Context: an optimization exercise on an open-source flow, tuned for small area, a short achievable clock period and few clock cycles per item. The choices shown serve that exercise and are no tape-out recipe. At most, simulation tests tie the RTL to the original design; equivalence was not proved. No functional check of the RTL was part of runs 2 to 4. Power is estimated from default activity; no workload was simulated.

**flow/config.mk**
```make
export PLATFORM = sky130hd
export DESIGN_NAME = ghash_top
export DESIGN_NICKNAME = ghash_top
export VERILOG_FILES = /design/flow/design.v
export SDC_FILE = /design/flow/constraint.sdc
export NUM_CORES = 4
export LEC_CHECK = 0
export CAP_MARGIN = 10
export CORE_MARGIN = 5
export CORE_UTILIZATION = 45
export SETUP_SLACK_MARGIN = 4.4
export SLEW_MARGIN = 10
```
**flow/constraint.sdc**
```tcl
create_clock -name core_clock -period 7.0 [get_ports {clk}]
set_input_delay 1.4000 -clock core_clock [delete_from_list [all_inputs] [get_ports {clk}]]
set_output_delay 1.4000 -clock core_clock [all_outputs]
set_load 0.01 [all_outputs]
```
**flow/design.v**
```verilog
package ghash_pkg;
    localparam int BLOCK_W    = 128;               
    localparam int WORD_W     = 32;                
    localparam int ADDR_W     = 8;                 
    localparam int DIGIT_W    = 16;                
    typedef logic [BLOCK_W-1:0]    block_t;
    typedef logic [WORD_W-1:0]     word_t;
    typedef logic [ADDR_W-1:0]     apb_addr_t;
    typedef logic [DIGIT_W-1:0]    digit_t;
    localparam block_t   GF_POLY_R = {8'hE1, 120'd0};  
    localparam apb_addr_t REG_H0     = 8'h00;      
    localparam apb_addr_t REG_H1     = 8'h04;
    localparam apb_addr_t REG_H2     = 8'h08;
    localparam apb_addr_t REG_H3     = 8'h0C;
    localparam apb_addr_t REG_D0     = 8'h10;      
    localparam apb_addr_t REG_D1     = 8'h14;
    localparam apb_addr_t REG_D2     = 8'h18;
    localparam apb_addr_t REG_D3     = 8'h1C;      
    localparam apb_addr_t REG_CTRL   = 8'h20;
    localparam apb_addr_t REG_STATUS = 8'h24;
    localparam apb_addr_t REG_TAG0   = 8'h30;      
    localparam apb_addr_t REG_TAG1   = 8'h34;
    localparam apb_addr_t REG_TAG2   = 8'h38;
    localparam apb_addr_t REG_TAG3   = 8'h3C;
    localparam int CTRL_CLEAR_BIT  = 0;            
    localparam int STAT_BUSY_BIT   = 1;            
    localparam int STAT_VALID_BIT  = 2;            
endpackage
`timescale 1ns/1ps
import ghash_pkg::*;
module ghash_top
(
    input  logic      clk,
    input  logic      i_rst,
    input  logic      i_psel,
    input  logic      i_penable,
    input  logic      i_pwrite,
    input  ghash_pkg::apb_addr_t i_paddr,
    input  ghash_pkg::word_t     i_pwdata,
    output ghash_pkg::word_t     o_prdata,
    output logic      o_pready,
    output logic      o_pslverr
);
    localparam int W_H0 = 0, W_H1 = 1, W_H2 = 2, W_H3 = 3;
    localparam int W_D0 = 4, W_D1 = 5, W_D2 = 6, W_D3 = 7;
    localparam int W_CLR = 8, W_N = 9;
    ghash_pkg::block_t h_q;                       
    ghash_pkg::word_t  d0_q, d1_q, d2_q;          
    ghash_pkg::block_t y_q;                       
    ghash_pkg::block_t acc_q;                     
    ghash_pkg::word_t  op_q;                      
    logic [1:0]        cnt_q;                     
    logic [1:0]        p_q;                       
    logic              first_q;                   
    logic              fin_q;                     
    logic              done_q;                    
    logic              pend_q;                    
    logic              any_q;                     
    logic [W_N-1:0]    wsel_q;                    
    ghash_pkg::word_t  prdata_q;
    logic              rdy_q;
    logic              err_q;
    ghash_pkg::block_t acc_n;
    ghash_pkg::word_t  op_n;
    logic [1:0]        cnt_n;
    logic [1:0]        p_n;
    logic              first_n;
    logic              fin_n;
    logic              op_ld;
    logic              step;                      
    logic              finish;                    
    logic              d3_done;
    logic              d3_wait;
    logic              clr;
    logic              rdy_n;
    logic              free;                      
    ghash_pkg::word_t  d_sel;
    ghash_pkg::word_t  y_sel;
    ghash_pkg::block_t hp_q;                      
    logic              yfix_q;                    
    logic              yfix_n;
    logic [15:0]       ymask_q;                   
    logic [15:0]       ymask_n;
    logic [15:0]       dig;                       
    ghash_pkg::word_t  y_w0, y_w1, y_w2, y_w3;
    logic              setup;
    logic [W_N-1:0]    wsel_n;
    logic              mapped;
    ghash_pkg::word_t  rd_n;
    function automatic logic [127:0] gf_mulx(input logic [127:0] v);
        gf_mulx = v[0] ? ((v >> 1) ^ GF_POLY_R) : (v >> 1);
    endfunction
    function automatic logic [127:0] gf_mulx_inv(input logic [127:0] w);
        logic [127:0] t;
        t = w[127] ? (w ^ GF_POLY_R) : w;
        gf_mulx_inv = {t[126:0], w[127]};
    endfunction
    function automatic logic [127:0] gf_mulx112(input logic [127:0] v);
        logic [127:0] t;
        t = v;
        for (int i = 0; i < 112; i++)
            t = gf_mulx(t);
        gf_mulx112 = t;
    endfunction
    function automatic logic [127:0] gf_mulx_inv16(input logic [127:0] v);
        logic [127:0] t;
        t = v;
        for (int i = 0; i < 16; i++)
            t = gf_mulx_inv(t);
        gf_mulx_inv16 = t;
    endfunction
    function automatic logic [127:0] gf_digit_mul(input logic [15:0] d, input logic [127:0] v);
        logic [127:0] z;
        logic [127:0] t;
        z = '0;
        t = v;
        for (int j = 0; j < 16; j++)
        begin
            z = z ^ (t & {128{d[15-j]}});
            t = gf_mulx(t);
        end
        gf_digit_mul = z;
    endfunction
    assign setup = i_psel && !i_penable;
    always_ff @(posedge clk)
        hp_q <= gf_mulx112(h_q);
    assign y_w0 = y_q[127:96];
    assign y_w1 = y_q[95:64];
    assign y_w2 = y_q[63:32];
    assign y_w3 = y_q[31:0];
    always_comb
    begin
        mapped = 1'b0;
        rd_n   = '0;
        case (i_paddr)
            REG_H0:     begin mapped = 1'b1; rd_n = h_q[127:96]; end
            REG_H1:     begin mapped = 1'b1; rd_n = h_q[95:64];  end
            REG_H2:     begin mapped = 1'b1; rd_n = h_q[63:32];  end
            REG_H3:     begin mapped = 1'b1; rd_n = h_q[31:0];   end
            REG_D0:     begin mapped = 1'b1; rd_n = d0_q;      end
            REG_D1:     begin mapped = 1'b1; rd_n = d1_q;      end
            REG_D2:     begin mapped = 1'b1; rd_n = d2_q;      end
            REG_D3:     mapped = 1'b1;
            REG_CTRL:   mapped = 1'b1;
            REG_STATUS:
            begin
                mapped = 1'b1;
                rd_n[STAT_VALID_BIT] = any_q && !pend_q;
                rd_n[STAT_BUSY_BIT]  = pend_q;
            end
            REG_TAG0:   begin mapped = 1'b1; rd_n = y_w0; end
            REG_TAG1:   begin mapped = 1'b1; rd_n = y_w1; end
            REG_TAG2:   begin mapped = 1'b1; rd_n = y_w2; end
            REG_TAG3:   begin mapped = 1'b1; rd_n = y_w3; end
            default:    ;
        endcase
    end
    always_comb
    begin
        wsel_n = '0;
        if (i_pwrite)
        begin
            case (i_paddr)
                REG_H0:   wsel_n[W_H0] = 1'b1;
                REG_H1:   wsel_n[W_H1] = 1'b1;
                REG_H2:   wsel_n[W_H2] = 1'b1;
                REG_H3:   wsel_n[W_H3] = 1'b1;
                REG_D0:   wsel_n[W_D0] = 1'b1;
                REG_D1:   wsel_n[W_D1] = 1'b1;
                REG_D2:   wsel_n[W_D2] = 1'b1;
                REG_D3:   wsel_n[W_D3] = 1'b1;
                REG_CTRL: wsel_n[W_CLR] = i_pwdata[CTRL_CLEAR_BIT];
                default:  ;
            endcase
        end
    end
    always_ff @(posedge clk)
    begin
        prdata_q <= rd_n;
        err_q    <= !mapped;
    end
    always_ff @(posedge clk)
    begin
        if (i_rst)
        begin
            wsel_q <= '0;
            rdy_q  <= 1'b1;
        end
        else if (setup)
        begin
            wsel_q <= wsel_n;
            rdy_q  <= !wsel_n[W_D3] || rdy_n;
        end
        else if (d3_wait)
            rdy_q  <= rdy_n;                      
        else
        begin
            wsel_q <= '0;                         
            rdy_q  <= 1'b1;
        end
    end
    assign o_prdata  = prdata_q;
    assign o_pready  = rdy_q;
    assign o_pslverr = err_q;
    assign d3_done = wsel_q[W_D3] && rdy_q;
    assign d3_wait = wsel_q[W_D3] && !rdy_q;
    assign clr     = wsel_q[W_CLR];
    assign step    = (cnt_q != 2'd0);
    assign finish  = fin_q && (cnt_q == 2'd1);
    assign dig     = op_q[31:16] ^ ymask_q;
    always_comb
    begin
        case (p_q)
            2'd0:    begin d_sel = d0_q; y_sel = y_w0; end
            2'd1:    begin d_sel = d1_q; y_sel = y_w1; end
            default: begin d_sel = d2_q; y_sel = y_w2; end
        endcase
    end
    always_comb
    begin
        acc_n = gf_digit_mul(dig, hp_q);
        if (!first_q)
            acc_n = acc_n ^ (step ? gf_mulx_inv16(acc_q) : acc_q);
    end
    always_comb
    begin
        free    = ((cnt_q == 2'd0) || (cnt_q == 2'd1 && !fin_q)) && !done_q;
        op_ld   = 1'b0;
        op_n    = {op_q[15:0] ^ (yfix_q ? (done_q ? acc_q[111:96] : y_q[111:96]) : 16'h0), 16'h0};
        yfix_n  = 1'b0;
        ymask_n = '0;
        cnt_n   = step ? cnt_q - 2'd1 : cnt_q;
        first_n = step ? 1'b0 : first_q;
        fin_n   = finish ? 1'b0 : fin_q;
        p_n     = p_q;
        if (clr)
        begin
            cnt_n = '0;
            p_n   = '0;
            fin_n = 1'b0;
        end
        else if (wsel_q[W_H0] || wsel_q[W_H1] || wsel_q[W_H2] || wsel_q[W_H3])
            p_n   = '0;                           
        else if (wsel_q[W_D0])
        begin
            op_ld   = 1'b1;
            op_n    = i_pwdata;
            yfix_n  = 1'b1;
            ymask_n = finish ? acc_n[127:112] : (done_q ? acc_q[127:112] : y_q[127:112]);
            first_n = 1'b1;
            p_n     = 2'd1;
        end
        else if (wsel_q[W_D1] || wsel_q[W_D2])
        begin
            if (wsel_q[W_D1] ? (p_q == 2'd1) : (p_q == 2'd2))
            begin
                op_ld = 1'b1;
                op_n  = i_pwdata ^ (wsel_q[W_D1] ? y_w1 : y_w2);
                p_n   = p_q + 2'd1;
            end
            else if (wsel_q[W_D1] ? (p_q > 2'd1) : (p_q > 2'd2))
                p_n   = '0;                       
        end
        else if (d3_done)
        begin
            op_ld = 1'b1;
            op_n  = i_pwdata ^ y_w3;
            fin_n = 1'b1;
            p_n   = '0;
        end
        else if (d3_wait && p_q != 2'd3 && free)
        begin
            op_ld = 1'b1;
            op_n  = d_sel ^ y_sel;
            if (p_q == 2'd0)
                first_n = 1'b1;
            p_n   = p_q + 2'd1;
        end
        if (op_ld)
            cnt_n = 2'd2;
        rdy_n = (p_n == 2'd3) && ((cnt_n == 2'd0) || (cnt_n == 2'd1 && !fin_n));
    end
    always_ff @(posedge clk)
    begin
        if (wsel_q[W_H0]) h_q[127:96] <= i_pwdata;
        if (wsel_q[W_H1]) h_q[95:64]  <= i_pwdata;
        if (wsel_q[W_H2]) h_q[63:32]  <= i_pwdata;
        if (wsel_q[W_H3]) h_q[31:0]   <= i_pwdata;
        if (wsel_q[W_D0]) d0_q        <= i_pwdata;
        if (wsel_q[W_D1]) d1_q        <= i_pwdata;
        if (wsel_q[W_D2]) d2_q        <= i_pwdata;
    end
    always_ff @(posedge clk)
    begin
        op_q   <= op_n;                          
        yfix_q  <= yfix_n;
        ymask_q <= ymask_n;
        acc_q   <= acc_n;
    end
    always_ff @(posedge clk)
    begin
        if (i_rst || clr)
            y_q <= '0;
        else if (done_q)
            y_q <= acc_q;
    end
    always_ff @(posedge clk)
    begin
        if (i_rst)
        begin
            cnt_q   <= '0;
            p_q     <= '0;
            first_q <= 1'b0;
            fin_q   <= 1'b0;
            done_q  <= 1'b0;
            pend_q  <= 1'b0;
            any_q   <= 1'b0;
        end
        else
        begin
            cnt_q   <= cnt_n;
            p_q     <= p_n;
            first_q <= first_n;
            fin_q   <= fin_n;
            done_q  <= finish && !clr;
            if (clr)
            begin
                pend_q <= 1'b0;
                any_q  <= 1'b0;
            end
            else
            begin
                if (finish)
                    pend_q <= 1'b0;
                if (d3_done)
                begin
                    pend_q <= 1'b1;
                    any_q  <= 1'b1;
                end
            end
        end
    end
endmodule
```
**flow/run.sh**
```bash
#!/bin/bash
# synth_recipe.tcl (not shown) runs the flow's synth.tcl, then flattens the netlist and writes it again
# the make line also repeats each setting of config.mk as NAME=value (left out here)
make -C /OpenROAD-flow-scripts/flow DESIGN_CONFIG=/design/flow/config.mk WORK_HOME=/design/flow/orfs CLKGATE_MAP_FILE= SYNTH_SCRIPT=/design/flow/synth_recipe.tcl finish
```
==> results.cfg, run 1 <==
[outcome]
status = finished clean

[layout]
syn2layout_area_growth_pct = 14.92
drive_gt1_frac = 0.1098
post-route-util = 0.5199
nets = 7254

[floorplanning]
dieArea_um2 = 137500
coreArea_um2 = 129500
core.rowCount = 132
start_util = 0.4524
io_pins = 79
fp.dieW_um = 370.8
die_h_um = 370.8

[grt]
grt_pass1_vias = 49466
grt_max_degree = 113
met2_usage = 0.5445
grt.overflow.total = 0
top_usage_layer = met2
grt_pass1_wl_um = 388400
antenna_found_initial = 19
grt_use_met1 = 0.5090
grt.total_usage = 0.3915
met3_usage = 0.1290

[logic_synthesis]
synth_top_area_cell = xnor2_1
ys_top_cells_by_area = xnor2_1, dfxtp_1, nand2_1
netlist_area_um2 = 58570
ys_types = 68
synth_fp_nets = 7399
yosysMostFrequentCell = nand2_1
synth_top_area_frac = 0.2748
yosysSeqAreaShare = 0.2806
synthCells = 7350
ys_top_cells_by_count = nand2_1, xnor2_1, xor2_1
synth-edff-count = 224
ys_async_sr_fraction = 0
synth_flop_cell = dfxtp_1
synth_seq_cells = 709
syn_area_per_cell_um2 = 7.969
yosys_warnings = 1

[placement]
port_buffers = 78
dp_hpwl_um = 164500
place_congestion = 1.010

[sta]
finalHoldViolCount = 0
tns_ps = 0
setup_viol = 0
skew_ps = 37.90
worstMarginPinSlew_ps = 1066
period_share = 0.3840
rsz0062_at_grt = true
slew_headroom = 0.2883
max_freq_ghz = 0.3720
fin_crit_ps = 2688
slew_viol_final = 0

[route]
wl_per_cell_um = 31.97
vias_per_cell = 6.112
drc = 0
dr.pass1.iters = 9
num_vias = 55165
first_iter_violations = 9372
antenna_left = 0
wirelength_um = 288600

[pwr]
swShare = 0.3429
p_leak_nw = 20.74
power.internal_w = 0.009369
seqPwrFrac = 0.403
p_switching_w = 0.004888
pwr-share-comb = 0.271
vdd_drop_max_mv = 0.3377
powerDensity_nw_per_um2 = 211.8
power_frac_clock = 0.326

[clock_tree]
clk_pin_slew_worst_paths_ps = 60
cts_tree = built
hold_buffers = 0
clkSinkCount = 709
cts-root-buf = clkbuf_16
htreeDepth = 3
cts_made_buffers = 81
max-clock-path-buffers = 3
clkLatencyLatePin_ps = 690

[run]
drv_cap = 0

[critical_path]
required_ps = 7570
critPathKind = reg -> reg
cpPeakStageDelay_ps = 560
endpoint_kind = flip-flop
start_kind = flip-flop
worst-path-max-fanout = 5
critPathSlowestCell = xnor3_1
worst_ep_arrival_time_ps = 3250
path_buf_inv = 0
path_cells = xnor3_1 > xor2_1 > xnor3_1 > xor2_1 > nand2_1 > a21oi_1 > xnor2_1 > o21a_1
critical-path-top-delay-family = XOR/XNOR gates

[min_path]
hp-class = reg -> reg
==> layer usage <==
metal | part of all wire | vias to the layer above
li1 | - | 22940
met1 | 0.36 | 26325
met2 | 0.39 | 4752
met3 | 0.15 | 1140
met4 | 0.095 | 8
met5 | 0.00019 | -
==> sequential cells by signal (all words and copies together), names as in the netlist, 2 cells and up <==
signal    flops
acc_q       128
h_q         128
hp_q        128
y_q         128
d0_q         32
d1_q         32
d2_q         32
op_q         32
prdata_q     32
ymask_q      16
wsel_q        9
cnt_q         2
p_q           2
==> worst paths after layout <==
path	startpoint	endpoint	slack (ps)	depth (start not counted)
setup / recovery	acc_q[122]$_DFF_P_	ymask_q[15]$_SDFF_PP0_	4310	8
hold / removal	h_q[117]$_DFFE_PP_	hp_q[5]$_DFF_P_	440	0
setup reg to reg	acc_q[122]$_DFF_P_	ymask_q[15]$_SDFF_PP0_	4310	8
hold reg to reg	h_q[117]$_DFFE_PP_	hp_q[5]$_DFF_P_	440	0
==> placed cells by master, fill, tap and decap left out, types with 22 or more instances in the layout <==
cell type	Yosys	routed
a21oi_1	253	235
a222oi_1	23	23
a22o_1	74	74
a22oi_1	43	40
buf_12	0	32
buf_16	0	30
buf_2	64	28
buf_4	13	194
buf_6	1	27
clkbuf_16	0	101
dfxtp_1	485	410
dfxtp_2	0	48
dfxtp_4	0	27
edfxtp_1	224	224
mux2_2	23	23
mux2i_1	163	163
mux4_2	31	31
nand2_1	2201	2197
nor2_1	361	342
nor2b_1	25	22
nor3_1	29	27
o21ai_0	42	38
xnor2_1	1838	1812
xnor2_2	0	23
xnor3_1	38	23
xor2_1	627	599
xor2_4	0	23
==> timing repair <==
item,CTS,global route
cloned,37,18
pin swaps,57,71
setup endpoints to repair,387,163
gates resized for setup,416,144
buffers inserted,114,58
==> logic make-up (layout without fill, tap and decap cells) <==
logic type / Yosys count / count (layout) / synth area share
other cells: 0 / 12 / 0
flops: 709 / 709 / 0.2806
buf+inv: 640 / 550 / 0.04334
compound gates: 593 / 594 / 0.06735
xor+xnor: 2517 / 2519 / 0.3885
mux: 217 / 217 / 0.04420
simple gates: 2670 / 2678 / 0.1752
fa+ha+maj: 4 / 4 / 0.0008545
==> cell type report <==
class | instances | area, um^2
antenna | 12 | 30.03
clock buffer | 111 | 2356
clock inverter | 38 | 489.2
fill | 12027 | 62170
inverter | 7 | 30.03
multi-input combinational | 6012 | 40880
sequential | 709 | 16600
tap | 1742 | 2180
timing repair buffer | 394 | 4753
==> through the flow <==
step / setup slack (ps) / power [W] / std cells / instance area (um^2) / hold WS [ps]
6_report: 4312 / 0.01426 / 9025 / 67320 / 444.3
5_1_grt: 4265 / 0.01453 / 9016 / 67290 / 443.9
4_1_cts: 4299 / 0.01391 / 8937 / 66020 / 415.7
3_5_place_dp: 2677 / 0.009039 / 8637 / 60380 / 419.1
3_3_place_gp: 2737 / 0.009027 / 8637 / 60380 / 428.4
2_1_floorplan: 4064 / 0.007719 / 7350 / 58780 / 343.4
==> power groups by stage <==
stage	Combinational, W	Clock [W]	Sequential, W
2_1_floorplan	0.00277	0	0.00494
3_3_place_gp	0.00329	0	0.00574
3_5_place_dp	0.00331	0	0.00573
4_1_cts	0.00364	0.00463	0.00563
5_1_grt	0.00405	0.00480	0.00568
6_report	0.00386	0.00465	0.00575
==> worst reg2reg max path: stages (launching register included) <==
cell and delay (ps):
dfxtp_1 480, xnor3_1 560, xor2_1 370, xnor3_1 400, xor2_1 140, nand2_1 70
a21oi_1 210, xnor2_1 140, o21a_1 220
Testbench counts, summed over its fixed seeds: cycles 15,872, blocks 1,592.
==> run 2, diff against run 1 <==
--- a/flow/design.v
+++ b/flow/design.v
@@ -54,6 +54,8 @@
     logic              first_q;                   
     logic              fin_q;                     
     logic              done_q;                    
+    logic              sh_q;                      
+    logic              hold_q;                    
     logic              pend_q;                    
     logic              any_q;                     
     logic [W_N-1:0]    wsel_q;                    
@@ -218,9 +220,8 @@
     end
     always_comb
     begin
-        acc_n = gf_digit_mul(dig, hp_q);
-        if (!first_q)
-            acc_n = acc_n ^ (step ? gf_mulx_inv16(acc_q) : acc_q);
+        acc_n = gf_digit_mul(dig, hp_q) ^ ({128{sh_q}} & gf_mulx_inv16(acc_q)) ^
+                ({128{hold_q}} & acc_q);
     end
     always_comb
     begin
@@ -313,6 +314,8 @@
             first_q <= 1'b0;
             fin_q   <= 1'b0;
             done_q  <= 1'b0;
+            sh_q    <= 1'b0;
+            hold_q  <= 1'b0;
             pend_q  <= 1'b0;
             any_q   <= 1'b0;
         end
@@ -323,6 +326,8 @@
             first_q <= first_n;
             fin_q   <= fin_n;
             done_q  <= finish && !clr;
+            sh_q    <= (cnt_n != 2'd0) && !first_n;
+            hold_q  <= (cnt_n == 2'd0) && !first_n;
             if (clr)
             begin
                 pend_q <= 1'b0;
==> flow/config.mk (replaced) <==
export PLATFORM = sky130hd
export DESIGN_NAME = ghash_top
export DESIGN_NICKNAME = ghash_top
export VERILOG_FILES = /design/flow/design.v
export SDC_FILE = /design/flow/constraint.sdc
export NUM_CORES = 4
export LEC_CHECK = 0
export CAP_MARGIN = 20
export CORE_MARGIN = 5
export CORE_UTILIZATION = 45
export SETUP_SLACK_MARGIN = 4.5
export SLEW_MARGIN = 20
==> results.cfg, run 2 <==
[critical_path]
cpPeakStageDelay_ps = 450
path_cells = xnor3_2 > xnor2_2 > xnor3_2 > xor2_4 > xor3_1 > mux2i_2 > xor2_2 > o21a_1
endpoint_kind = flip-flop
critPathMostFrequentCell = xnor3_2
critPathLaunch = acc_q[124]$_DFF_P_
required_ps = 7610
start_kind = flip-flop
worst-path-max-fanout = 4
critPathSlowestCell = xnor3_2
critPathKind = reg -> reg
worstReg2RegStart = acc_q[124]$_DFF_P_
worst_ep_arrival_time_ps = 3300
reg2reg_slack_ps = 4310

[clock_tree]
cts-root-buf = clkbuf_16
max-clock-path-buffers = 3
cts_made_buffers = 84
cts_tree = built
clk_pin_slew_worst_paths_ps = 70
clkSinkCount = 711
clkLatencyLatePin_ps = 680
hold_buffers = 0
htreeDepth = 3

[route]
dr.pass1.iters = 6
antenna_left = 0
wirelength_um = 297700
drc = 0
first_iter_violations = 9151
vias_per_cell = 6.022
num_vias = 55816
wl_per_cell_um = 32.12

[floorplanning]
start_util = 0.4512
dieArea_um2 = 138800
coreArea_um2 = 131100
fp.dieW_um = 372.6
io_pins = 79
core.rowCount = 133
die_h_um = 372.6

[logic_synthesis]
synth_top_area_cell = xnor2_1
ys_async_sr_fraction = 0
synth_fp_nets = 7508
synth_top_area_frac = 0.3047
synth_flop_cell = dfxtp_1
syn_area_per_cell_um2 = 7.932
netlist_area_um2 = 59170
ys_top_cells_by_count = nand2_1, xnor2_1, xor2_1
ys_types = 54
yosysSeqAreaShare = 0.2785
synth-edff-count = 224
ys_top_cells_by_area = xnor2_1, dfxtp_1, nand2_1
yosysMostFrequentCell = nand2_1
synth_seq_cells = 711
yosys_warnings = 1
synthCells = 7459

[pwr]
vdd_drop_max_mv = 0.1891
powerDensity_nw_per_um2 = 137.9
p_leak_nw = 21.95

[grt]
grt_pass1_wl_um = 398700
grt.overflow.total = 0
antenna_found_initial = 21
grt_max_degree = 70
grt_pass1_vias = 50361
grt.total_usage = 0.3945

[sta]
worstMarginPinSlew_ps = 1274
tns_ps = 0
skew_ps = 29.62
setup_viol = 0
slew_viol_final = 0
fin_crit_ps = 2687
finalHoldViolCount = 0
period_share = 0.3838
rsz0062_at_grt = true
max_freq_ghz = 0.3722
slew_headroom = 0.1493

[placement]
dp_hpwl_um = 183500
port_buffers = 78
place_congestion = 1.051

[layout]
regArea_um2 = 16730
fill_cells = 12004
most-common-layout-cells = nand2_1, xnor2_1, xor2_1
drive_gt1_frac = 0.1314
nets = 7478
mostFrequentLayoutCell = nand2_1
multi_input_comb_area_um2 = 42030
syn2layout_area_growth_pct = 18.60
post-route-util = 0.5351

[min_path]
hp-class = reg -> reg
hp-start = any_q$_SDFFE_PP0P_

[run]
drv_cap = 0

[outcome]
status = finished clean
==> run 2: cell count changes after synthesis, sizes merged, moves of 8 or more <==
cell and change:
a21oi -101, a22o +13, a22oi +16, a31oi +9, buf -72, clkbuf +64
mux2 +21, mux2i +8, mux4 -30, nand2 +25, nor2 +25, o211ai +9
xnor2 +219, xor2 -104
==> run 2: layout make-up <==
type	count	share of cell area
clock buffers	103	0.03245
multi-input cells	6121	0.5989
well taps	1755	0.03129
clock inverters	51	0.007917
flip-flops and latches	711	0.2384
repair buffers	504	0.09006
inverters	7	0.0003744
diodes	16	0.0005706
==> run 2: path summary, 6_finish.rpt <==
path,cells past startpoint,endpoint
worst max-delay path,8,ymask_q[15]$_SDFF_PP0_
worst min-delay path,2,any_q$_SDFFE_PP0P_
worst max register to register,8,ymask_q[15]$_SDFF_PP0_
worst min register to register,2,any_q$_SDFFE_PP0P_
==> run 2: report_power, final <==
part           switching, W  leakage, nW  internal [W]  total, W
registers         0.0000839         6.04       0.00426   0.00434
clock network       0.00200         1.37       0.00264   0.00464
logic              0.000377         14.5      0.000319  0.000696
total               0.00246         21.9       0.00722   0.00968
==> run 2: stage by stage <==
| step | hold slack, ps | instances | power [W] | setup WS, ps | cell area (um^2) |
|---|---|---|---|---|---|
| after floorplan | 347.9 | 7459 | 0.004742 | 4275 | 59740 |
| after global placement | 447.4 | 8805 | 0.004968 | 2736 | 61520 |
| after detailed placement | 465.4 | 8806 | 0.004971 | 2733 | 61540 |
| after CTS | 483.1 | 9153 | 0.009612 | 4272 | 68340 |
| after global routing | 520.2 | 9254 | 0.009839 | 4251 | 70140 |
| final | 489.1 | 9268 | 0.009678 | 4313 | 70170 |
==> run 2: what timing repair did <==
| action | in CTS | in global routing |
|---|---|---|
| gates cloned | 26 | 22 |
| buffers inserted | 167 | 77 |
| setup endpoints to repair | 357 | 312 |
| resized for setup | 602 | 177 |
| pin swaps | 101 | 65 |
==> run 2: worst max-delay path: cells and delay by family, from the launching register on <==
| kind | cells | cell delay [ps] |
|---|---|---|
| mux | 1 | 250 |
| flops | 1 | 370 |
| compound gates | 1 | 150 |
| xor+xnor | 6 | 1850 |
==> run 2: cells by family after synthesis <==
family,count (synthesis),synth area share
flip-flops,711,0.2785
multiplexers,216,0.03768
AO/OA/AOI/OAI,530,0.06175
AND/OR/NAND/NOR,2726,0.1772
buffers and inverters,632,0.04031
XOR/XNOR,2640,0.4037
adder cells (fa/ha/maj),4,0.0008459
==> run 2: routing by layer <==
layer | global-route usage | up-vias | part of all wire
li1 | - | 23402 | -
met1 | 0.5369 | 26875 | 0.38
met2 | 0.5543 | 4623 | 0.40
met3 | 0.1119 | 904 | 0.15
met4 | 0.2327 | 12 | 0.078
met5 | 0 | - | 0.00026
==> run 3, diff against run 2 <==
--- a/flow/design.v
+++ b/flow/design.v
@@ -54,11 +54,10 @@
     logic              first_q;                   
     logic              fin_q;                     
     logic              done_q;                    
-    logic              sh_q;                      
-    logic              hold_q;                    
     logic              pend_q;                    
     logic              any_q;                     
     logic [W_N-1:0]    wsel_q;                    
+    logic              ldbus_q;                   
     ghash_pkg::word_t  prdata_q;
     logic              rdy_q;
     logic              err_q;
@@ -76,6 +75,7 @@
     logic              clr;
     logic              rdy_n;
     logic              free;                      
+    logic              fb;                        
     ghash_pkg::word_t  d_sel;
     ghash_pkg::word_t  y_sel;
     ghash_pkg::block_t hp_q;                      
@@ -185,20 +185,27 @@
     begin
         if (i_rst)
         begin
-            wsel_q <= '0;
-            rdy_q  <= 1'b1;
+            wsel_q  <= '0;
+            ldbus_q <= 1'b0;
+            rdy_q   <= 1'b1;
         end
         else if (setup)
         begin
-            wsel_q <= wsel_n;
-            rdy_q  <= !wsel_n[W_D3] || rdy_n;
+            wsel_q  <= wsel_n;
+            ldbus_q <= wsel_n[W_D0] || (wsel_n[W_D1] && p_q == 2'd1) ||
+                       (wsel_n[W_D2] && p_q == 2'd2) || (wsel_n[W_D3] && rdy_n);
+            rdy_q   <= !wsel_n[W_D3] || rdy_n;
         end
         else if (d3_wait)
-            rdy_q  <= rdy_n;                      
+        begin
+            ldbus_q <= rdy_n;                     
+            rdy_q   <= rdy_n;
+        end
         else
         begin
-            wsel_q <= '0;                         
-            rdy_q  <= 1'b1;
+            wsel_q  <= '0;                        
+            ldbus_q <= 1'b0;
+            rdy_q   <= 1'b1;
         end
     end
     assign o_prdata  = prdata_q;
@@ -220,12 +227,14 @@
     end
     always_comb
     begin
-        acc_n = gf_digit_mul(dig, hp_q) ^ ({128{sh_q}} & gf_mulx_inv16(acc_q)) ^
-                ({128{hold_q}} & acc_q);
+        acc_n = gf_digit_mul(dig, hp_q);
+        if (!first_q)
+            acc_n = acc_n ^ (step ? gf_mulx_inv16(acc_q) : acc_q);
     end
     always_comb
     begin
         free    = ((cnt_q == 2'd0) || (cnt_q == 2'd1 && !fin_q)) && !done_q;
+        fb      = d3_wait && p_q != 2'd3 && free;
         op_ld   = 1'b0;
         op_n    = {op_q[15:0] ^ (yfix_q ? (done_q ? acc_q[111:96] : y_q[111:96]) : 16'h0), 16'h0};
         yfix_n  = 1'b0;
@@ -269,7 +278,7 @@
             fin_n = 1'b1;
             p_n   = '0;
         end
-        else if (d3_wait && p_q != 2'd3 && free)
+        else if (fb)
         begin
             op_ld = 1'b1;
             op_n  = d_sel ^ y_sel;
@@ -277,8 +286,11 @@
                 first_n = 1'b1;
             p_n   = p_q + 2'd1;
         end
-        if (op_ld)
+        if (ldbus_q || fb)
             cnt_n = 2'd2;
+        if (ldbus_q)
+            op_n = i_pwdata ^ ({32{wsel_q[W_D1]}} & y_w1) ^ ({32{wsel_q[W_D2]}} & y_w2) ^
+                   ({32{wsel_q[W_D3]}} & y_w3);
         rdy_n = (p_n == 2'd3) && ((cnt_n == 2'd0) || (cnt_n == 2'd1 && !fin_n));
     end
     always_ff @(posedge clk)
@@ -314,8 +326,6 @@
             first_q <= 1'b0;
             fin_q   <= 1'b0;
             done_q  <= 1'b0;
-            sh_q    <= 1'b0;
-            hold_q  <= 1'b0;
             pend_q  <= 1'b0;
             any_q   <= 1'b0;
         end
@@ -326,8 +336,6 @@
             first_q <= first_n;
             fin_q   <= fin_n;
             done_q  <= finish && !clr;
-            sh_q    <= (cnt_n != 2'd0) && !first_n;
-            hold_q  <= (cnt_n == 2'd0) && !first_n;
             if (clr)
             begin
                 pend_q <= 1'b0;
==> results.cfg, run 3 <==
[placement]
place_congestion = 1.026
port_buffers = 78
dp_hpwl_um = 173400
place_area_um2 = 61490

[logic_synthesis]
yosysMostFrequentCell = nand2_1
ys_async_sr_fraction = 0
synth_top_area_cell = xnor2_1
synth_top_area_frac = 0.2857
yosysSeqAreaShare = 0.2765
synth_fp_nets = 7663
ys_types = 59
ys_top_cells_by_area = xnor2_1, dfxtp_1, nand2_1
netlist_area_um2 = 59510
synth_flop_cell = dfxtp_1
synthCells = 7614
synth-edff-count = 224
synth_seq_cells = 710
ys_top_cells_by_count = nand2_1, xnor2_1, xor2_1
syn_area_per_cell_um2 = 7.816
yosys_warnings = 1

[critical_path]
rr_endpoint = ymask_q[9]$_SDFF_PP0_
critPathCapture = ymask_q[9]$_SDFF_PP0_
worst_ep_arrival_time_ps = 3500
critPathLaunch = acc_q[123]$_DFF_P_
endpoint_kind = flip-flop
path_buf_inv = 1
worst-path-max-fanout = 4
cp.depth = 10
reg2reg_slack_ps = 4110
critPathKind = reg -> reg
critPathSlowestCell = xnor3_2
r2r_cells = 10
worstReg2RegStart = acc_q[123]$_DFF_P_
cpPeakStageDelay_ps = 460
critical-path-top-delay-family = XOR/XNOR gates
required_ps = 7610
path_cells = xnor2_4 > xnor3_2 > xnor3_2 > xnor2_4 > xor2_2 > buf_4 > xor2_1 > o21ai_1 > xnor2_1 > o21a_1
start_kind = flip-flop

[clock_tree]
cts-root-buf = clkbuf_16
htreeDepth = 3
clk_pin_slew_worst_paths_ps = 70
cts_tree = built
max-clock-path-buffers = 3
clkLatencyLatePin_ps = 720
clkSinkCount = 710
hold_buffers = 0
cts_made_buffers = 82

[route]
num_vias = 58220
first_iter_violations = 9868
antenna_left = 0
vias_per_cell = 6.177
wirelength_um = 307300
drc = 0
wl_per_cell_um = 32.60
dr.pass1.iters = 10

[sta]
rsz0062_at_grt = true
timing.hold.ws_ps = 478.3
tns_ps = 0
skew_ps = 51.61
worstMarginPinSlew_ps = 1059
max_freq_ghz = 0.3457
fin_crit_ps = 2892
setup_viol = 0
finalHoldViolCount = 0
slew_viol_final = 0
period_share = 0.4132
slew_headroom = 0.2932

[layout]
syn2layout_area_growth_pct = 19.47
fin_area_um2 = 71100
regArea_um2 = 16730
mostFrequentLayoutCell = nand2_1
fill_cells = 11960
drive_gt1_frac = 0.1305
most-common-layout-cells = nand2_1, xnor2_1, xor2_1
multi_input_comb_area_um2 = 42580
nets = 7637
post-route-util = 0.5408

[grt]
grt.total_usage = 0.4054
grt_pass1_vias = 52168
grt_max_degree = 85
grt.overflow.total = 0
antenna_found_initial = 22
grt_pass1_wl_um = 411300

[outcome]
status = finished clean

[floorplanning]
die_h_um = 373.7
start_util = 0.4527
dieArea_um2 = 139600
fp.dieW_um = 373.7
core.rowCount = 133
coreArea_um2 = 131500
io_pins = 79

[pwr]
p_leak_nw = 21.99
vdd_drop_max_mv = 0.6346
powerDensity_nw_per_um2 = 243.6

[min_path]
hp-class = reg -> reg

[run]
drv_cap = 0
run 3: changes by cell type after synthesis, moves of 13 or more:
| cell | previous run | this run |
|---|---|---|
| xnor2_1 | 2058 | 1941 |
| a21oi_1 | 152 | 250 |
| a22o_1 | 87 | 123 |
| o21ai_1 | 0 | 37 |
| xnor3_1 | 48 | 29 |
| o21ai_0 | 51 | 36 |
| a22oi_1 | 59 | 73 |
| a221oi_1 | 20 | 53 |
| nor2_1 | 387 | 336 |
| mux2i_1 | 171 | 150 |
| mux2_2 | 44 | 21 |
| nor3_1 | 27 | 14 |
| nand2_1 | 2226 | 2303 |
| xor2_1 | 526 | 663 |
run 3: kinds of logic after synthesis:
logic type,share of synthesized area
AOI/OAI and AO/OA,0.07706
muxes,0.02920
buffers and inverters,0.04222
adders and majority gates,0.0008411
xor gates and xnor gates,0.3966
DFF,0.2765
and+or+nand+nor,0.1776
run 3: worst min path at each step:
| stage | from | end | slack [ps] | depth (start not counted) |
|---|---|---|---|---|
| 2_1_floorplan | h_q[119]$_DFFE_PP_ | hp_q[7]$_DFF_P_ | 350 | 0 |
| 3_3_place_gp | h_q[120]$_DFFE_PP_ | hp_q[8]$_DFF_P_ | 440 | 0 |
| 3_5_place_dp | h_q[115]$_DFFE_PP_ | hp_q[3]$_DFF_P_ | 440 | 0 |
| 4_1_cts | h_q[120]$_DFFE_PP_ | hp_q[8]$_DFF_P_ | 450 | 0 |
| 5_1_grt | h_q[120]$_DFFE_PP_ | hp_q[8]$_DFF_P_ | 470 | 0 |
| 6_report | h_q[120]$_DFFE_PP_ | hp_q[8]$_DFF_P_ | 480 | 0 |
run 3: area by class of cell:
type                            instances  share of cell area
Multi-Input combinational cell       6263              0.5989
Timing Repair Buffer                  523             0.09224
Sequential cell                       710              0.2353
Inverter                                8           0.0004576
Clock buffer                          100             0.03140
Tap cell                             1755             0.03089
Antenna cell                           13           0.0004576
Clock inverter                         54             0.01035
run 3: per-stage QoR:
step                std cells  worst slack, ps  total power (W)
floorplan                7614             4010         0.008326
finish                   9426             4108          0.01732
global route             9413             4072          0.01759
detailed placement       8899             2344         0.009859
CTS                      9318             4256          0.01625
global placement         8899             2387         0.009839
run 3: per-layer routing:
metal	routed length (um)	vias up	GRT usage	share of wire
met5	104	-	0	0.00034
li1	-	24019	-	-
met2	120600	5149	0.5733	0.39
met3	47680	1350	0.1321	0.16
met4	31190	16	0.2975	0.10
met1	107700	27686	0.5142	0.35
run 3: power breakdown:
part / total [W] / internal (W) / switching (W)
Sequential: 0.00578 / 0.00463 / 0.00115
Clock: 0.00483 / 0.00276 / 0.00207
Combinational: 0.00671 / 0.00359 / 0.00312
run 3: worst register-to-register path, stage by stage (launching register included):
cell and delay, ps:
dfxtp_4 400, xnor2_4 230, xnor3_2 410, xnor3_2 460
xnor2_4 250, xor2_2 280, buf_4 190, xor2_1 160
o21ai_1 90, xnor2_1 140, o21a_1 180
run 3: timing repair:
| item | CTS | global route |
|---|---|---|
| resized for setup | 608 | 218 |
| pin swaps | 137 | 153 |
| buffers inserted | 214 | 75 |
| cloned | 51 | 20 |
| setup endpoints to repair | 384 | 271 |
==> run 4, diff against run 3 <==
--- a/flow/design.v
+++ b/flow/design.v
@@ -57,7 +57,6 @@
     logic              pend_q;                    
     logic              any_q;                     
     logic [W_N-1:0]    wsel_q;                    
-    logic              ldbus_q;                   
     ghash_pkg::word_t  prdata_q;
     logic              rdy_q;
     logic              err_q;
@@ -75,10 +74,11 @@
     logic              clr;
     logic              rdy_n;
     logic              free;                      
-    logic              fb;                        
     ghash_pkg::word_t  d_sel;
     ghash_pkg::word_t  y_sel;
-    ghash_pkg::block_t hp_q;                      
+    ghash_pkg::block_t v_q;                       
+    ghash_pkg::block_t v_n;
+    logic              restart;                   
     logic              yfix_q;                    
     logic              yfix_n;
     logic [15:0]       ymask_q;                   
@@ -92,24 +92,12 @@
     function automatic logic [127:0] gf_mulx(input logic [127:0] v);
         gf_mulx = v[0] ? ((v >> 1) ^ GF_POLY_R) : (v >> 1);
     endfunction
-    function automatic logic [127:0] gf_mulx_inv(input logic [127:0] w);
-        logic [127:0] t;
-        t = w[127] ? (w ^ GF_POLY_R) : w;
-        gf_mulx_inv = {t[126:0], w[127]};
-    endfunction
-    function automatic logic [127:0] gf_mulx112(input logic [127:0] v);
-        logic [127:0] t;
-        t = v;
-        for (int i = 0; i < 112; i++)
-            t = gf_mulx(t);
-        gf_mulx112 = t;
-    endfunction
-    function automatic logic [127:0] gf_mulx_inv16(input logic [127:0] v);
+    function automatic logic [127:0] gf_mulx16(input logic [127:0] v);
         logic [127:0] t;
         t = v;
         for (int i = 0; i < 16; i++)
-            t = gf_mulx_inv(t);
-        gf_mulx_inv16 = t;
+            t = gf_mulx(t);
+        gf_mulx16 = t;
     endfunction
     function automatic logic [127:0] gf_digit_mul(input logic [15:0] d, input logic [127:0] v);
         logic [127:0] z;
@@ -124,8 +112,6 @@
         gf_digit_mul = z;
     endfunction
     assign setup = i_psel && !i_penable;
-    always_ff @(posedge clk)
-        hp_q <= gf_mulx112(h_q);
     assign y_w0 = y_q[127:96];
     assign y_w1 = y_q[95:64];
     assign y_w2 = y_q[63:32];
@@ -185,27 +171,20 @@
     begin
         if (i_rst)
         begin
-            wsel_q  <= '0;
-            ldbus_q <= 1'b0;
-            rdy_q   <= 1'b1;
+            wsel_q <= '0;
+            rdy_q  <= 1'b1;
         end
         else if (setup)
         begin
-            wsel_q  <= wsel_n;
-            ldbus_q <= wsel_n[W_D0] || (wsel_n[W_D1] && p_q == 2'd1) ||
-                       (wsel_n[W_D2] && p_q == 2'd2) || (wsel_n[W_D3] && rdy_n);
-            rdy_q   <= !wsel_n[W_D3] || rdy_n;
+            wsel_q <= wsel_n;
+            rdy_q  <= !wsel_n[W_D3] || rdy_n;
         end
         else if (d3_wait)
-        begin
-            ldbus_q <= rdy_n;                     
-            rdy_q   <= rdy_n;
-        end
+            rdy_q  <= rdy_n;                      
         else
         begin
-            wsel_q  <= '0;                        
-            ldbus_q <= 1'b0;
-            rdy_q   <= 1'b1;
+            wsel_q <= '0;                         
+            rdy_q  <= 1'b1;
         end
     end
     assign o_prdata  = prdata_q;
@@ -227,15 +206,15 @@
     end
     always_comb
     begin
-        acc_n = gf_digit_mul(dig, hp_q);
+        acc_n = gf_digit_mul(dig, v_q);
         if (!first_q)
-            acc_n = acc_n ^ (step ? gf_mulx_inv16(acc_q) : acc_q);
+            acc_n = acc_n ^ acc_q;
     end
     always_comb
     begin
         free    = ((cnt_q == 2'd0) || (cnt_q == 2'd1 && !fin_q)) && !done_q;
-        fb      = d3_wait && p_q != 2'd3 && free;
         op_ld   = 1'b0;
+        restart = 1'b0;
         op_n    = {op_q[15:0] ^ (yfix_q ? (done_q ? acc_q[111:96] : y_q[111:96]) : 16'h0), 16'h0};
         yfix_n  = 1'b0;
         ymask_n = '0;
@@ -254,6 +233,7 @@
         else if (wsel_q[W_D0])
         begin
             op_ld   = 1'b1;
+            restart = 1'b1;
             op_n    = i_pwdata;
             yfix_n  = 1'b1;
             ymask_n = finish ? acc_n[127:112] : (done_q ? acc_q[127:112] : y_q[127:112]);
@@ -278,19 +258,19 @@
             fin_n = 1'b1;
             p_n   = '0;
         end
-        else if (fb)
+        else if (d3_wait && p_q != 2'd3 && free)
         begin
             op_ld = 1'b1;
             op_n  = d_sel ^ y_sel;
             if (p_q == 2'd0)
+            begin
                 first_n = 1'b1;
+                restart = 1'b1;
+            end
             p_n   = p_q + 2'd1;
         end
-        if (ldbus_q || fb)
+        if (op_ld)
             cnt_n = 2'd2;
-        if (ldbus_q)
-            op_n = i_pwdata ^ ({32{wsel_q[W_D1]}} & y_w1) ^ ({32{wsel_q[W_D2]}} & y_w2) ^
-                   ({32{wsel_q[W_D3]}} & y_w3);
         rdy_n = (p_n == 2'd3) && ((cnt_n == 2'd0) || (cnt_n == 2'd1 && !fin_n));
     end
     always_ff @(posedge clk)
@@ -306,6 +286,10 @@
     always_ff @(posedge clk)
     begin
         op_q   <= op_n;                          
+        if (restart)
+            v_q <= h_q;
+        else if (step)
+            v_q <= gf_mulx16(v_q);
         yfix_q  <= yfix_n;
         ymask_q <= ymask_n;
         acc_q   <= acc_n;
==> results.cfg, run 4 <==
[sta]
skew_ps = 51.65
fin_crit_ps = 2740
period_share = 0.3914
max_freq_ghz = 0.3650
rsz0062_at_grt = true
slew_viol_final = 0
setup_slack_ps = 4260
worstMarginPinSlew_ps = 1362
finalHoldViolCount = 0
slew_headroom = 0.08857
setup_viol = 0
timing.hold.ws_ps = 491.4
tns_ps = 0

[floorplanning]
core.rowCount = 131
coreArea_um2 = 127500
fp.dieW_um = 368.3
dieArea_um2 = 135600
die_h_um = 368.3
start_util = 0.4529
io_pins = 79

[logic_synthesis]
synth_top_area_cell = xnor2_1
synth_seq_cells = 709
ys_types = 68
synth_top_area_frac = 0.2578
synth_flop_cell = dfxtp_1
yosysMostFrequentCell = nand2_1
synth-edff-count = 352
ys_top_cells_by_area = xnor2_1, edfxtp_1, nand2_1
ys_async_sr_fraction = 0
syn_area_per_cell_um2 = 7.962
ys_top_cells_by_count = nand2_1, xnor2_1, clkbuf_1
yosys_warnings = 1
synth_fp_nets = 7303
synthCells = 7254
yosysSeqAreaShare = 0.3067
netlist_area_um2 = 57760

[pwr]
powerDensity_nw_per_um2 = 179.4
p_leak_nw = 22.37
vdd_drop_max_mv = 0.1815

[route]
num_vias = 56053
wl_per_cell_um = 33.30
vias_per_cell = 6.234
wirelength_um = 299400
drc = 0
antenna_left = 0
first_iter_violations = 9296
dr.pass1.iters = 8

[clock_tree]
cts-root-buf = clkbuf_16
cts_made_buffers = 86
max-clock-path-buffers = 3
cts_tree = built
clkSinkCount = 709
clk_pin_slew_worst_paths_ps = 60
htreeDepth = 3
hold_buffers = 0
clkLatencyLatePin_ps = 700

[grt]
grt.total_usage = 0.4024
grt_max_degree = 129
antenna_found_initial = 20
grt.overflow.total = 0
grt_pass1_vias = 50264
grt_pass1_wl_um = 394800

[critical_path]
critPathSlowestCell = edfxtp_1
critPathKind = reg -> reg
endpoint_kind = flip-flop
required_ps = 7610
start_kind = flip-flop
worst_ep_arrival_time_ps = 3350
worst-path-max-fanout = 17
cpPeakStageDelay_ps = 1100
path_cells = nand2_1 > xnor2_1 > xnor2_1 > xnor3_1 > xnor3_1 > a211oi_2

[outcome]
status = finished clean

[run]
drv_cap = 0

[layout]
nets = 7291
mostFrequentLayoutCell = nand2_1
post_layout_nonfiller_instances = 8991
syn2layout_area_growth_pct = 20.52
drive_gt1_frac = 0.1416
most-common-layout-cells = nand2_1, xnor2_1, xor2_1
fill_cells = 11389

[placement]
place_congestion = 0.9989
pre_cts_ws_ps = 2617
dp_hpwl_um = 162900
dp_cells = 8484
port_buffers = 78

[min_path]
hp-class = reg -> reg
-- run 4: per-stage QoR --
step	area (um^2)	util	total power, W
after global placement	59700	0.4682	0.007364
after CTS	67370	0.5283	0.01239
after global routing	69580	0.5456	0.01281
after detailed placement	59750	0.4686	0.007389
after floorplan	58060	-	0.006792
final	69610	0.5459	0.01249
-- run 4: logic make-up (layout without fill, tap and decap cells) --
family | count (synthesis) | in the layout | synth area share
adder cells (fa/ha/maj) | 4 | 4 | 0.0008665
multiplexers | 211 | 211 | 0.03748
buffers and inverters | 659 | 710 | 0.04495
flip-flops | 709 | 709 | 0.3067
other | 0 | 15 | 0
AND/OR/NAND/NOR | 2939 | 2945 | 0.2008
XOR/XNOR | 2188 | 2191 | 0.3429
AO/OA/AOI/OAI | 544 | 544 | 0.06631
-- run 4: power breakdown --
part | leakage [nW] | internal, W | switching (W)
logic | 14.7 | 0.00123 | 0.00104
registers | 6.13 | 0.00473 | 0.000469
clock network | 1.51 | 0.00294 | 0.00208
-- run 4: final timing paths --
check	slack (ps)	cells after the start	endpoint	from
max reg2reg	4260	6	ymask_q[4]$_SDFF_PP0_	v_q[116]$_DFFE_PP_
min reg2reg	490	2	y_q[87]$_SDFFE_PP0P_	acc_q[87]$_DFF_P_
min	490	2	y_q[87]$_SDFFE_PP0P_	acc_q[87]$_DFF_P_
max	4260	6	ymask_q[4]$_SDFF_PP0_	v_q[116]$_DFFE_PP_
-- run 4: worst max-delay path: cells and delay by family, from the launching register on --
family	cells	cell delay [ps]
AOI/OAI and AO/OA	1	200
xor gates and xnor gates	4	1190
DFF	1	1100
and+or+nand+nor	1	160
-- run 4: per-layer routing --
metal,share of wire,track usage,wire [um]
met1,0.36,0.5245,106700
met2,0.39,0.5735,117900
met3,0.16,0.1291,46940
met4,0.093,0.2552,27830
met5,0.00025,0,75
-- run 4: area by class of cell --
class | instances | area [um^2] | area share
timing repair buffer | 529 | 6959 | 0.09997
tap | 1662 | 2079 | 0.02987
multi-input combinational | 5895 | 39450 | 0.5668
inverter | 21 | 87.58 | 0.001258
sequential | 709 | 17890 | 0.2569
clock inverter | 57 | 755.7 | 0.01086
clock buffer | 103 | 2351 | 0.03377
antenna | 15 | 37.54 | 0.0005392
-- run 4: repair_timing --
item,4_1_cts,5_1_grt
pin swaps,93,133
cloned,42,27
gates resized for setup,602,209
endpoints found under the setup margin,640,431
buffers inserted,185,75

-- separate check: timing with driven ports --
Ports are ideal in the flow. The routed layouts listed here were re-timed in OpenROAD. Step 1 sets driving cells, clkbuf_16 on the clock port and buf_2 on the other inputs (assumed; they add their load-dependent delay and slew). Step 2, shift: input delay + t, output delay - t, t = (earliest + latest rising clock arrival at the registers) / 2. This alone moves slack from input paths to output paths. Three values: no drivers, after step 1, after step 2; two values: the first two.
| run | t (ns) | setup WS [ns] | worst setup path at the end | latest minus earliest clock arrival (ns) |
|---|---|---|---|---|
| run 1 | 0.748 | 4.312 / 4.308 / 3.687 | input to register | 0.038 / 0.038 |
| run 2 | 0.738 | 4.313 / 4.313 / 3.687 | input to register | 0.033 / 0.033 |
| run 3 | 0.765 | 4.108 / 4.108 / 3.669 | input to register | 0.053 / 0.054 |
| run 4 | 0.764 | 4.260 / 4.260 / 3.666 | input to register | 0.052 / 0.053 |
After both steps every run listed still meets setup and hold. For run 2, which loses most, drivers alone change the setup slack by 0.000 ns; drivers and shift together by -0.626 ns.
